What follows belongs to an exercise in optimizing a design on an open flow for small area and few clock cycles per item; a production flow would make more cautious choices. In this exercise RTL edits were held to simulation tests only and were not proved equivalent to the original.

**config.mk**
```make
export PLATFORM = sky130hd
export DESIGN_NAME = bitonic_topk_merge
export DESIGN_NICKNAME = bitonic_topk_merge
export VERILOG_FILES = /design/flow/design.v
export SDC_FILE = /design/flow/constraint.sdc
export NUM_CORES = 4
export LEC_CHECK = 0
export ABC_AREA = 1
export CAP_MARGIN = 20
export CORE_MARGIN = 2
export CORE_UTILIZATION = 40
export PLACE_DENSITY = 0.6
export SLEW_MARGIN = 20
```
**constraint.sdc**
```tcl
create_clock -name core_clock -period 5.0 [get_ports {clk}]
set_input_delay 1.0000 -clock core_clock [delete_from_list [all_inputs] [get_ports {clk}]]
set_output_delay 1.0000 -clock core_clock [all_outputs]
set_load 0.01 [all_outputs]
```
**design.v**
```verilog
package bitonic_topk_merge_pkg;
   localparam int unsigned ELEM_W    = 16;
   localparam int unsigned K_DEFAULT = 16;
   typedef logic signed [ELEM_W-1:0] elem_t;
   typedef elem_t [K_DEFAULT-1:0]     vec_t;
   function automatic integer log2k(input integer k);
      log2k = $clog2(k);
   endfunction
endpackage
module signed_gt
(
   input  bitonic_topk_merge_pkg::elem_t a_i,
   input  bitonic_topk_merge_pkg::elem_t b_i,
   output logic                          gt_o
);
   localparam int W = int'(bitonic_topk_merge_pkg::ELEM_W);
   logic [W-1:0] ua, ub, g, p;
   assign ua = {~a_i[W-1], a_i[W-2:0]};
   assign ub = {~b_i[W-1], b_i[W-2:0]};
   assign g  = ua & ~ub;
   assign p  = ua | ~ub;
   logic [W/2-1:0] g1, p1;
   logic [W/4-1:0] g2, p2;
   logic [W/8-1:0] g3, p3;
   for (genvar k = 0; k < W / 2; k++) begin : g_l1
      assign g1[k] = g[2*k+1] | (p[2*k+1] & g[2*k]);
      assign p1[k] = p[2*k+1] & p[2*k];
   end
   for (genvar k = 0; k < W / 4; k++) begin : g_l2
      assign g2[k] = g1[2*k+1] | (p1[2*k+1] & g1[2*k]);
      assign p2[k] = p1[2*k+1] & p1[2*k];
   end
   for (genvar k = 0; k < W / 8; k++) begin : g_l3
      assign g3[k] = g2[2*k+1] | (p2[2*k+1] & g2[2*k]);
      assign p3[k] = p2[2*k+1] & p2[2*k];
   end
   assign gt_o = g3[1] | (p3[1] & g3[0]);
endmodule
module compare_swap_asc
(
   input  bitonic_topk_merge_pkg::elem_t a_i,
   input  bitonic_topk_merge_pkg::elem_t b_i,
   output bitonic_topk_merge_pkg::elem_t lo_c_o,
   output bitonic_topk_merge_pkg::elem_t hi_c_o
);
   logic swap_c;
   signed_gt u_gt (.a_i (a_i), .b_i (b_i), .gt_o (swap_c));
   assign lo_c_o = swap_c ? b_i : a_i;
   assign hi_c_o = swap_c ? a_i : b_i;
endmodule
module bitonic_merge_layer
#(
   parameter int unsigned K = 16,
   parameter int unsigned D = 8
)
(
   input  bitonic_topk_merge_pkg::elem_t [K-1:0] data_i,
   output bitonic_topk_merge_pkg::elem_t [K-1:0] data_o
);
   for (genvar i = 0; i < int'(K); i++) begin : g_pair
      if ((i & int'(D)) == 0) begin : g_cas
         compare_swap_asc u_cas (
            .a_i    (data_i[i]),
            .b_i    (data_i[i+int'(D)]),
            .lo_c_o (data_o[i]),
            .hi_c_o (data_o[i+int'(D)])
         );
      end
   end
endmodule
module bitonic_merge_cmp
#(
   parameter int unsigned K = 16,
   parameter int unsigned D = 8
)
(
   input  bitonic_topk_merge_pkg::elem_t [K-1:0] data_i,
   output logic [K/2-1:0]                        swap_o
);
   for (genvar i = 0; i < int'(K); i++) begin : g_pair
      if ((i & int'(D)) == 0) begin : g_cmp
         localparam int J = ((i / (2 * int'(D))) * int'(D)) + (i % int'(D));
         signed_gt u_gt (
            .a_i  (data_i[i]),
            .b_i  (data_i[i+int'(D)]),
            .gt_o (swap_o[J])
         );
      end
   end
endmodule
module bitonic_merge_swap
#(
   parameter int unsigned K = 16,
   parameter int unsigned D = 8
)
(
   input  bitonic_topk_merge_pkg::elem_t [K-1:0] data_i,
   input  logic [K/2-1:0]                        swap_i,
   output bitonic_topk_merge_pkg::elem_t [K-1:0] data_o
);
   for (genvar i = 0; i < int'(K); i++) begin : g_pair
      if ((i & int'(D)) == 0) begin : g_mux
         localparam int J = ((i / (2 * int'(D))) * int'(D)) + (i % int'(D));
         assign data_o[i]          = swap_i[J] ? data_i[i+int'(D)] : data_i[i];
         assign data_o[i+int'(D)]  = swap_i[J] ? data_i[i] : data_i[i+int'(D)];
      end
   end
endmodule
module bitonic_topk_merge
#(
   parameter int unsigned K = 16
)
(
   input  logic                  clk,
   input  logic                  rst,
   input  logic                  in_valid,
   output logic                  in_ready,
   input  logic [K*bitonic_topk_merge_pkg::ELEM_W-1:0]   in_data,
   output logic                  out_valid,
   input  logic                  out_ready,
   output logic [K*bitonic_topk_merge_pkg::ELEM_W-1:0]   out_data
);
   localparam int unsigned LOG2K = bitonic_topk_merge_pkg::log2k(K);
   localparam int unsigned SPLIT = LOG2K / 2;
   logic          en;
   logic          valid_q;
   logic [K/2-1:0] swap_d, swap_q;
   bitonic_topk_merge_pkg::elem_t [K-1:0] stage_data [LOG2K+1];
   bitonic_topk_merge_pkg::elem_t [K-1:0] data_q;
   assign en       = out_ready | ~out_valid;
   assign in_ready = en;
   assign stage_data[0] = in_data;
   for (genvar s = 0; s < int'(LOG2K); s++) begin : g_layer
      if (s == int'(SPLIT)) begin : g_split
         bitonic_merge_cmp #(
            .K (K),
            .D (K >> (s + 1))
         ) u_cmp (
            .data_i (stage_data[s]),
            .swap_o (swap_d)
         );
         bitonic_merge_swap #(
            .K (K),
            .D (K >> (s + 1))
         ) u_swap (
            .data_i (data_q),
            .swap_i (swap_q),
            .data_o (stage_data[s+1])
         );
      end else begin : g_comb
         bitonic_merge_layer #(
            .K (K),
            .D (K >> (s + 1))
         ) u_layer (
            .data_i (stage_data[s]),
            .data_o (stage_data[s+1])
         );
      end
   end
   always_ff @(posedge clk) begin
      if (rst) begin
         valid_q <= 1'b0;
      end else if (en) begin
         valid_q <= in_valid;
      end
   end
   always_ff @(posedge clk) begin
      if (en) begin
         data_q <= stage_data[SPLIT];
         swap_q <= swap_d;
      end
   end
   assign out_valid = valid_q;
   assign out_data  = stage_data[LOG2K];
endmodule
```
**run.sh**
```bash
#!/bin/bash
# synth_recipe.tcl (not shown) runs the flow's synth.tcl, then flattens the netlist and writes it again
# the make line also repeats each setting of config.mk as NAME=value (left out here)
make -C /OpenROAD-flow-scripts/flow DESIGN_CONFIG=/design/flow/config.mk WORK_HOME=/design/flow/orfs CLKGATE_MAP_FILE= SYNTH_SCRIPT=/design/flow/synth_recipe.tcl finish
```
==> results of run 1 <==
==> repair_timing <==
item | in CTS | in global routing
gates resized for setup | 63 | 237
gates cloned | 2 | 17
pin swaps | 2 | 8
hold buffers | 0 | 0
buffers inserted | 10 | 25
setup endpoints to repair | 149 | 203
==> through the flow <==
| stage | std cells | hold WS [ps] |
|---|---|---|
| floorplan | 5354 | 1070 |
| global placement | 7155 | 871 |
| detailed placement | 7155 | 882 |
| CTS | 7225 | 891 |
| global route | 7268 | 918 |
| finish | 7268 | 859 |
==> state kept, by name, summed over array words and instances, names as in the netlist <==
name	count
swap_q	8
valid_q	1
data_q	256
==> layer usage <==
metal | share of wire | vias to the layer above
li1 | - | 18800
met1 | 0.42 | 17500
met2 | 0.44 | 1814
met3 | 0.095 | 265
met4 | 0.043 | 2
met5 | 0.000093 | -
==> worst max path at each step <==
| stage | startpoint | to | slack, ps | cells past startpoint |
|---|---|---|---|---|
| 5_1_grt | swap_q[7] | out_data[218] | -70 | 17 |
| 3_3_place_gp | in_data[229] | swap_q[2] | -260 | 26 |
| 2_1_floorplan | swap_q[1] | out_data[22] | 1010 | 11 |
| 6_report | swap_q[3] | out_data[105] | -6 | 13 |
| 3_5_place_dp | in_data[229] | swap_q[4] | -200 | 25 |
| 4_1_cts | swap_q[3] | out_data[97] | -40 | 15 |
==> critical path, delay by kind of cell (launching register included) <==
family / cells / cell delay, ps
and+or+nand+nor: 3 / 420
AOI/OAI and AO/OA: 6 / 1210
DFF: 1 / 440
buffers and inverters: 4 / 1300
==> area by class of cell <==
cell class	instances	area, um^2
Clock inverter	18	204
Clock buffer	40	850
Timing Repair Buffer	1028	9730
Fill cell	7553	34000
Tap cell	1030	1290
Antenna cell	1	2.50
Inverter	750	2850
Timing Repair inverter	10	72.6
Multi-Input combinational cell	4126	19000
Sequential cell	265	7950
==> cells by family (layout without fill, tap and decap cells) <==
family                 count (synthesis)  after routing
and+or+nand+nor                     3075           3075
buffers and inverters                963           1846
DFF                                  265            265
AOI/OAI and AO/OA                    958            958
other                                  0              1
muxes                                 93             93
==> placed cells by master (no fill, tap or decap), types with 6 or more instances in the layout <==
cell                              netlist  layout
sky130_fd_sc_hd__clkinvlp_4             0      18
sky130_fd_sc_hd__nand2_2               28      32
sky130_fd_sc_hd__nor2_1               333     332
sky130_fd_sc_hd__nor2_4                11      11
sky130_fd_sc_hd__buf_12                 0      27
sky130_fd_sc_hd__or2_2                 70      70
sky130_fd_sc_hd__o221ai_1              18      18
sky130_fd_sc_hd__nand4_1               12      12
sky130_fd_sc_hd__a21oi_2                0       7
sky130_fd_sc_hd__inv_2                 20      22
sky130_fd_sc_hd__nand3_1              376     376
sky130_fd_sc_hd__mux2i_4                0       6
sky130_fd_sc_hd__o211ai_1              13      13
sky130_fd_sc_hd__inv_1                728     718
sky130_fd_sc_hd__clkbuf_16              0      37
sky130_fd_sc_hd__nand2_1             2200    2194
sky130_fd_sc_hd__edfxtp_1             264     264
sky130_fd_sc_hd__nor2_2                10      11
sky130_fd_sc_hd__a21oi_1               77      69
sky130_fd_sc_hd__o21ai_1              141     210
sky130_fd_sc_hd__dlygate4sd2_1          0       7
sky130_fd_sc_hd__clkdlybuf4s50_1        0     423
sky130_fd_sc_hd__mux2i_1               93      73
sky130_fd_sc_hd__nand2_4                7       8
sky130_fd_sc_hd__buf_4                 29     470
sky130_fd_sc_hd__o22ai_1               54      54
sky130_fd_sc_hd__dlymetal6s2s_1         0      86
sky130_fd_sc_hd__or2_0                  8       8
sky130_fd_sc_hd__or2_1                  9       9
sky130_fd_sc_hd__o21ai_2               44      68
sky130_fd_sc_hd__o21ai_0              588     494
sky130_fd_sc_hd__mux2i_2                0      14
==> flow_metrics.py, run 1 <==
metrics = {
    "run_status": {
        "run_status": "failed layout checks",
        "check_fail_reasons": "setup timing",
    },
    "place": {
        "pre_cts_ws_ps": -198,
        "finalWeightedCongestion": 1.03,
        "detailedPlacementHpwl_um": 125000,
        "placement.io_buffers": 517,
        "total_placed_instance_area_um2": 39800,
    },
    "cts": {
        "cts-root-to-sink-buffers": 3,
        "clkSlewWorstSetupHoldPaths_ps": 60,
        "tritoncts": "yes",
        "cts_root_buffer": "sky130_fd_sc_hd__clkbuf_16",
        "clock_sinks": 265,
        "cts_buffers": 31,
        "htree_levels": 1,
        "clk-insertion-delay-late_ps": 610,
    },
    "timing": {
        "timing.clock.skew_ps": 24.5,
        "finalHoldViolations": 0,
        "worst_slew_pin_slew_ps": 1010,
        "setup-violations-final": 1,
        "final.period_utilization": 1.00,
        "max_freq_mhz": 200,
        "finalSetupTns_ps": -5.85,
        "finalWorstSetupSlack_ps": -5.85,
        "setup_repair_after_global_routing_missed_its_margin": "true",
        "timing.final.max_slew_violations": 0,
        "finalWorstPathRequiredPeriod_ps": 5010,
        "worst_slew_margin_rel": 0.328,
    },
    "die": {
        "placeableCoreArea_um2": 75900,
        "die_width_um": 281,
        "ios": 518,
        "floorplan.die.height_um": 281,
        "row_count": 101,
        "start_util": 0.404,
        "die_footprint_um2": 79000,
    },
    "setup_path": {
        "worstPathMaxFanout": 32,
        "setup.worst_path.end_class": "output port",
        "timing_worst_setup_path_type": "reg2out",
        "critical_path.max_stage_delay_ps": 650,
        "timing.reg2reg.setup_slack_ps": 3000,
        "rr_endpoint": "data_q[27]",
        "timing.critical_path.arrival_ps": 4010,
        "timing.critical_path.from_type": "register",
        "critical-path-top-cell-by-count": "sky130_fd_sc_hd__o21ai_0",
        "cp_data_required_time_ps": 4000,
        "worstPathCellList": "buf_8 -> o21ai_0 -> buf_4 -> o21ai_0 -> o2111ai_1 -> o221ai_1 -> nand2_1 -> o2111ai_1 -> nand4_1 -> nand2_4 -> clkbuf_16 -> o21ai_0 -> clkdlybuf4s50_1",
        "timing.rr.start": "valid_q",
        "worst_path_max_delay_cell": "sky130_fd_sc_hd__clkdlybuf4s50_1",
        "r2r_cells": 2,
    },
    "synthesis": {
        "synth_cell_type_count": 41,
        "ys_ff_latch": 265,
        "synth_xor_xnor_area_share": 0,
        "syn_nets": 5614,
        "post_synth.cell_area_avg_um2": 5.74,
        "synth.cells.most_frequent": "sky130_fd_sc_hd__nand2_1 (2200), sky130_fd_sc_hd__inv_1 (728), sky130_fd_sc_hd__o21ai_0 (588), sky130_fd_sc_hd__nand3_1 (376), sky130_fd_sc_hd__nor2_1 (333)",
        "synth_cells": 5354,
        "ys_dominant_reg_cell": "sky130_fd_sc_hd__edfxtp_1",
        "synth.mux.area_fraction": 0.0303,
        "synth-simple-area-share": 0.409,
        "synth-adder-area-share": 0,
        "synth.most_common_cell": "sky130_fd_sc_hd__nand2_1",
        "synth_top_family_by_area": "simple AND/OR/NAND/NOR gates",
        "synth_compound_gate_area_share": 0.169,
        "share_of_the_yosys_chip_area_belonging_to_registers": 0.259,
        "post_synthesis_instance_area_um2": 30700,
        "synth_area_leader_cell": "sky130_fd_sc_hd__nand2_1",
        "largest_cells_by_area_after_synthesis": "sky130_fd_sc_hd__nand2_1 (27%), sky130_fd_sc_hd__edfxtp_1 (26%), sky130_fd_sc_hd__o21ai_0 (9.6%)",
        "synthesis.yosys.warnings": 3,
        "synth.top_cell.area_share": 0.269,
        "synth_enable_flop_cells": 264,
        "ffs_w_async_s_r_synth": 0,
    },
    "global_routing": {
        "grt_max_degree": 163,
        "grt_use_met3": 0.0691,
        "grt_busiest_layer": "met2",
        "grt_antenna_before_repair": 2,
        "first_pass_grt_wire_length_um": 212000,
        "grt_pass1_vias": 33600,
        "grtUsageMet1": 0.483,
        "global_route_total_overflow": 0,
        "use_met2": 0.577,
        "grtUsageTotal": 0.362,
    },
    "routing": {
        "vias_per_cell": 5.29,
        "drt_iter0_drc": 3436,
        "drc": 0,
        "detail_route.first_pass.iterations": 8,
        "detail-route-antenna-nets": 0,
        "route.detailed.wl_per_inst_um": 20.7,
        "routed-via-count": 38400,
        "wirelength_um": 150000,
    },
    "hold_path": {
        "holdPathEnd": "valid_q",
        "hold_path_startpoint": "valid_q",
        "hold-path-cell-count": 2,
        "worstHoldPathType": "reg2reg",
    },
    "run": {
        "count_of_maximum_capacitance_violations": 0,
    },
    "layout": {
        "fraction_of_the_core_area_covered_by_cells_at_the_end_of_the_flow": 0.553,
        "fin_nets": 6472,
        "area_growth_syn_to_layout_pct": 36.6,
        "stdcell_area_um2": 42000,
        "layout_cells_sized_above_1": 0.136,
    },
}
Testbench counts, summed over its fixed seeds: cycles 2,056, items 2,048.
==> run 2, diff against run 1 <==
--- a/design.v
+++ b/design.v
@@ -106,6 +106,38 @@
       end
    end
 endmodule
+module bitonic_merge_layer_reg
+#(
+   parameter int unsigned K = 16,
+   parameter int unsigned D = 8
+)
+(
+   input  logic                                  clk,
+   input  logic                                  en_i,
+   input  bitonic_topk_merge_pkg::elem_t [K-1:0] data_i,
+   output bitonic_topk_merge_pkg::elem_t [K-1:0] data_o
+);
+   localparam int W = int'(bitonic_topk_merge_pkg::ELEM_W);
+   bitonic_topk_merge_pkg::elem_t [K-1:0] data_q;
+   for (genvar i = 0; i < int'(K); i++) begin : g_pair
+      if ((i & int'(D)) == 0) begin : g_cas
+         bitonic_topk_merge_pkg::elem_t a, b;
+         logic gt, ld_keep, ld_swap;
+         assign a = data_i[i];
+         assign b = data_i[i+int'(D)];
+         signed_gt u_gt (.a_i (a), .b_i (b), .gt_o (gt));
+         assign ld_keep = en_i & ~gt;
+         assign ld_swap = en_i & gt;
+         always_ff @(posedge clk) begin
+            data_q[i]         <= ({W{ld_keep}} & a) | ({W{ld_swap}} & b)
+                               | ({W{~en_i}} & data_q[i]);
+            data_q[i+int'(D)] <= ({W{ld_keep}} & b) | ({W{ld_swap}} & a)
+                               | ({W{~en_i}} & data_q[i+int'(D)]);
+         end
+      end
+   end
+   assign data_o = data_q;
+endmodule
 module bitonic_topk_merge
 #(
    parameter int unsigned K = 16
@@ -124,29 +156,23 @@
    localparam int unsigned SPLIT = LOG2K / 2;
    logic          en;
    logic          valid_q;
-   logic [K/2-1:0] swap_d, swap_q;
    bitonic_topk_merge_pkg::elem_t [K-1:0] stage_data [LOG2K+1];
    bitonic_topk_merge_pkg::elem_t [K-1:0] data_q;
    assign en       = out_ready | ~out_valid;
    assign in_ready = en;
    assign stage_data[0] = in_data;
    for (genvar s = 0; s < int'(LOG2K); s++) begin : g_layer
-      if (s == int'(SPLIT)) begin : g_split
-         bitonic_merge_cmp #(
+      if (s == int'(SPLIT) - 1) begin : g_reg
+         bitonic_merge_layer_reg #(
             .K (K),
             .D (K >> (s + 1))
-         ) u_cmp (
+         ) u_layer (
+            .clk    (clk),
+            .en_i   (en),
             .data_i (stage_data[s]),
-            .swap_o (swap_d)
+            .data_o (data_q)
          );
-         bitonic_merge_swap #(
-            .K (K),
-            .D (K >> (s + 1))
-         ) u_swap (
-            .data_i (data_q),
-            .swap_i (swap_q),
-            .data_o (stage_data[s+1])
-         );
+         assign stage_data[s+1] = data_q;
       end else begin : g_comb
          bitonic_merge_layer #(
             .K (K),
@@ -164,12 +190,6 @@
          valid_q <= in_valid;
       end
    end
-   always_ff @(posedge clk) begin
-      if (en) begin
-         data_q <= stage_data[SPLIT];
-         swap_q <= swap_d;
-      end
-   end
    assign out_valid = valid_q;
    assign out_data  = stage_data[LOG2K];
 endmodule
--- a/config.mk
+++ b/config.mk
@@ -10,4 +10,5 @@
 export CORE_MARGIN = 2
 export CORE_UTILIZATION = 40
 export PLACE_DENSITY = 0.6
+export SETUP_SLACK_MARGIN = 0.1
 export SLEW_MARGIN = 20
==> flow_metrics.py, run 2 <==
metrics = {
    "run_status": {
        "run_status": "finished clean",
    },
    "layout": {
        "max_flop_register": "g_layer.g_reg.u_layer.data_q",
        "most_common_cell_after_layout_fill_and_taps_aside": "sky130_fd_sc_hd__nand2_1",
        "layout_cells_sized_above_1": 0.107,
        "fillers": 8533,
        "fin_nets": 7242,
        "multi_input_comb_area_um2": 23300,
        "largest_register_ffs": 256,
        "final-seq-area_um2": 5240,
        "area_growth_syn_to_layout_pct": 33.9,
        "largest_registers": "g_layer.g_reg.u_layer.data_q x256, valid_q x1",
        "layout_common_cells": "sky130_fd_sc_hd__nand2_1 (2556), sky130_fd_sc_hd__nand3_1 (1242), sky130_fd_sc_hd__inv_1 (761)",
        "fraction_of_the_core_area_covered_by_cells_at_the_end_of_the_flow": 0.539,
    },
    "hold_path": {
        "worstHoldPathType": "reg2reg",
        "hold_path_startpoint": "g_layer[1].g_reg.u_layer.data_q[64]",
    },
    "synthesis": {
        "post_synth.cell_area_avg_um2": 5.03,
        "synth_top_family_by_area": "simple AND/OR/NAND/NOR gates",
        "synth_compound_gate_area_share": 0.0832,
        "ys_ff_latch": 257,
        "share_of_the_yosys_chip_area_belonging_to_registers": 0.159,
        "largest_cells_by_area_after_synthesis": "sky130_fd_sc_hd__nand2_1 (30%), sky130_fd_sc_hd__nand3_1 (19%), sky130_fd_sc_hd__dfxtp_1 (16%)",
        "ys_dominant_reg_cell": "sky130_fd_sc_hd__dfxtp_1",
        "synth-simple-area-share": 0.608,
        "post_synthesis_instance_area_um2": 32300,
        "synthesis.yosys.warnings": 4,
        "synth_xor_xnor_area_share": 0,
        "synth_enable_flop_cells": 0,
        "ffs_w_async_s_r_synth": 0,
        "synth_cells": 6427,
        "synth.most_common_cell": "sky130_fd_sc_hd__nand2_1",
        "synth_cell_type_count": 36,
        "synth_area_leader_cell": "sky130_fd_sc_hd__nand2_1",
        "synth.cells.most_frequent": "sky130_fd_sc_hd__nand2_1 (2619), sky130_fd_sc_hd__nand3_1 (1248), sky130_fd_sc_hd__inv_1 (768), sky130_fd_sc_hd__nor2_1 (289), sky130_fd_sc_hd__nand4_1 (284)",
        "synth.mux.area_fraction": 0,
        "syn_nets": 6687,
        "synth.top_cell.area_share": 0.304,
        "synth-adder-area-share": 0,
    },
    "place": {
        "detailedPlacementHpwl_um": 135000,
        "finalWeightedCongestion": 1.03,
        "placement.io_buffers": 517,
    },
    "timing": {
        "setup_repair_after_global_routing_missed_its_margin": "false",
        "worst_slew_margin_rel": 0.269,
        "finalSetupTns_ps": 0,
        "fin_hold_ws_ps": 473,
        "worst_slew_pin_slew_ps": 1080,
        "final.period_utilization": 0.957,
        "timing.clock.skew_ps": 24.4,
        "setup-violations-final": 0,
        "max_freq_mhz": 209,
        "finalHoldViolations": 0,
        "timing.final.max_slew_violations": 0,
        "finalWorstPathRequiredPeriod_ps": 4780,
    },
    "global_routing": {
        "global_route_total_overflow": 0,
        "grt_max_degree": 206,
        "grt_antenna_before_repair": 6,
        "first_pass_grt_wire_length_um": 243000,
        "grtUsageTotal": 0.383,
        "grt_pass1_vias": 38500,
    },
    "routing": {
        "wirelength_um": 172000,
        "vias_per_cell": 5.68,
        "routed-via-count": 45800,
        "drc": 0,
        "detail_route.first_pass.iterations": 14,
        "drt_iter0_drc": 6149,
        "route.detailed.wl_per_inst_um": 21.3,
        "detail-route-antenna-nets": 0,
    },
    "cts": {
        "clock_sinks": 257,
        "hold_buf_cts": 0,
        "cts_buffers": 34,
        "clkSlewWorstSetupHoldPaths_ps": 70,
        "tritoncts": "yes",
        "clk-insertion-delay-late_ps": 570,
        "htree_levels": 2,
        "cts_root_buffer": "sky130_fd_sc_hd__clkbuf_16",
        "cts-root-to-sink-buffers": 3,
    },
    "setup_path": {
        "critical_path.max_stage_delay_ps": 550,
        "timing.critical_path.arrival_ps": 3780,
        "timing.critical_path.from_type": "register",
        "timing.rr.start": "valid_q",
        "critPathLaunch": "g_layer[1].g_reg.u_layer.data_q[191]",
        "cp_data_required_time_ps": 4000,
        "worstPathCellList": "inv_2 -> nand2_1 -> o21ai_2 -> or2_4 -> nor3_4 -> nand2_8 -> buf_12 -> clkbuf_16 -> nand3_1 -> nand2_1 -> nand2_1 -> nand2_1 -> nor2_1 -> nand2_2 -> nor2_4 -> nor2_4 -> buf_6 -> nand2_8 -> nand2_1 -> nand2_1 -> clkdlybuf4s50_1",
        "worst_path_max_delay_cell": "sky130_fd_sc_hd__clkdlybuf4s50_1",
        "setup.worst_path.end_class": "output port",
        "worstPathMaxFanout": 9,
        "critical-path-top-cell-by-count": "sky130_fd_sc_hd__nand2_1",
        "timing_worst_setup_path_type": "reg2out",
    },
    "die": {
        "placeableCoreArea_um2": 80300,
        "die_footprint_um2": 83100,
        "die_width_um": 288,
        "floorplan.die.height_um": 288,
        "start_util": 0.403,
        "row_count": 104,
        "ios": 518,
    },
    "run": {
        "count_of_maximum_capacitance_violations": 0,
    },
}
==> run 2: path summary, 6_finish.rpt <==
check	to	slack, ps	depth (start not counted)
max	out_data[152]	220	21
min	g_layer[1].g_reg.u_layer.data_q[64]	470	2
max reg2reg	g_layer[1].g_reg.u_layer.data_q[194]	2330	6
min reg2reg	g_layer[1].g_reg.u_layer.data_q[64]	470	2
==> run 2: kinds of logic after synthesis <==
group,count (synthesis)
AO/OA/AOI/OAI,492
buffers and inverters,1145
flip-flops,257
AND/OR/NAND/NOR,4533
==> run 2: per-layer routing <==
| layer | GRT usage | part of all wire | vias to the layer above |
|---|---|---|---|
| li1 | - | - | 21900 |
| met1 | 0.533 | 0.42 | 20900 |
| met2 | 0.585 | 0.43 | 2727 |
| met3 | 0.0885 | 0.12 | 369 |
| met4 | 0.116 | 0.034 | 4 |
| met5 | 0 | 0.0011 | - |
==> run 2: repair_timing <==
item / CTS / global route
pin swaps: 15 / 50
gates resized for setup: 159 / 477
setup buffers: 16 / 70
gates cloned: 10 / 31
setup endpoints to repair: 256 / 256
==> run 2: per-stage QoR <==
stage                     instance area (um^2)  setup WS (ps)  std cells
final                                    43300            215       8073
after global routing                     43300           15.2       8072
after CTS                                40700           45.0       7965
after detailed placement                 38900            228       7879
after global placement                   38900            207       7879
after floorplan                          32300           1670       6427
==> run 2: final cells by class <==
type / instances / share of cell area
Multi-Input combinational cell: 5043 / 0.539
Timing Repair Buffer: 856 / 0.214
Sequential cell: 257 / 0.121
Inverter: 790 / 0.0687
Tap cell: 1060 / 0.0306
Clock buffer: 45 / 0.0225
Clock inverter: 15 / 0.00327
Antenna cell: 7 / 0.000405
==> run 2: worst max-delay path: cells and delay by family (launching register included) <==
| kind | cells | cell delay, ps |
|---|---|---|
| AND/OR/NAND/NOR | 15 | 1650 |
| buffers and inverters | 5 | 1070 |
| flip-flops | 1 | 360 |
| AO/OA/AOI/OAI | 1 | 100 |
Testbench counts of run 2, summed over its fixed seeds: cycles 2,056, items 2,048.

separate check: timing with driven ports:
No port has a modelled driver above. Below, the same layouts with a new extraction and two added sets of constraints. Step 1 assumes that a clkbuf_16 drives the clock port and a buf_2 every other input. Step 2 also shifts input and output timing later by t, the mid clock arrival at the registers, as if the neighbouring blocks saw the same clock. a / b / c = no drivers / after step 1 / after step 2; a / b = the first two.
| run | t, ns | setup slack, ns | latest minus earliest clock arrival (ns) | worst register clock-pin slew, ns | worst data-port slew with drivers (ns) |
|---|---|---|---|---|---|
| run 1 | 0.670 | -0.006 / -0.075 / -0.284 | 0.031 / 0.032 | 0.08 / 0.08 | 0.13 |
| run 2 | 0.624 | 0.215 / 0.149 / 0.052 | 0.029 / 0.028 | 0.07 / 0.07 | 0.14 |
The setup slack of run 1, which loses most, moves by -0.069 ns with the drivers and by -0.278 ns with both steps.
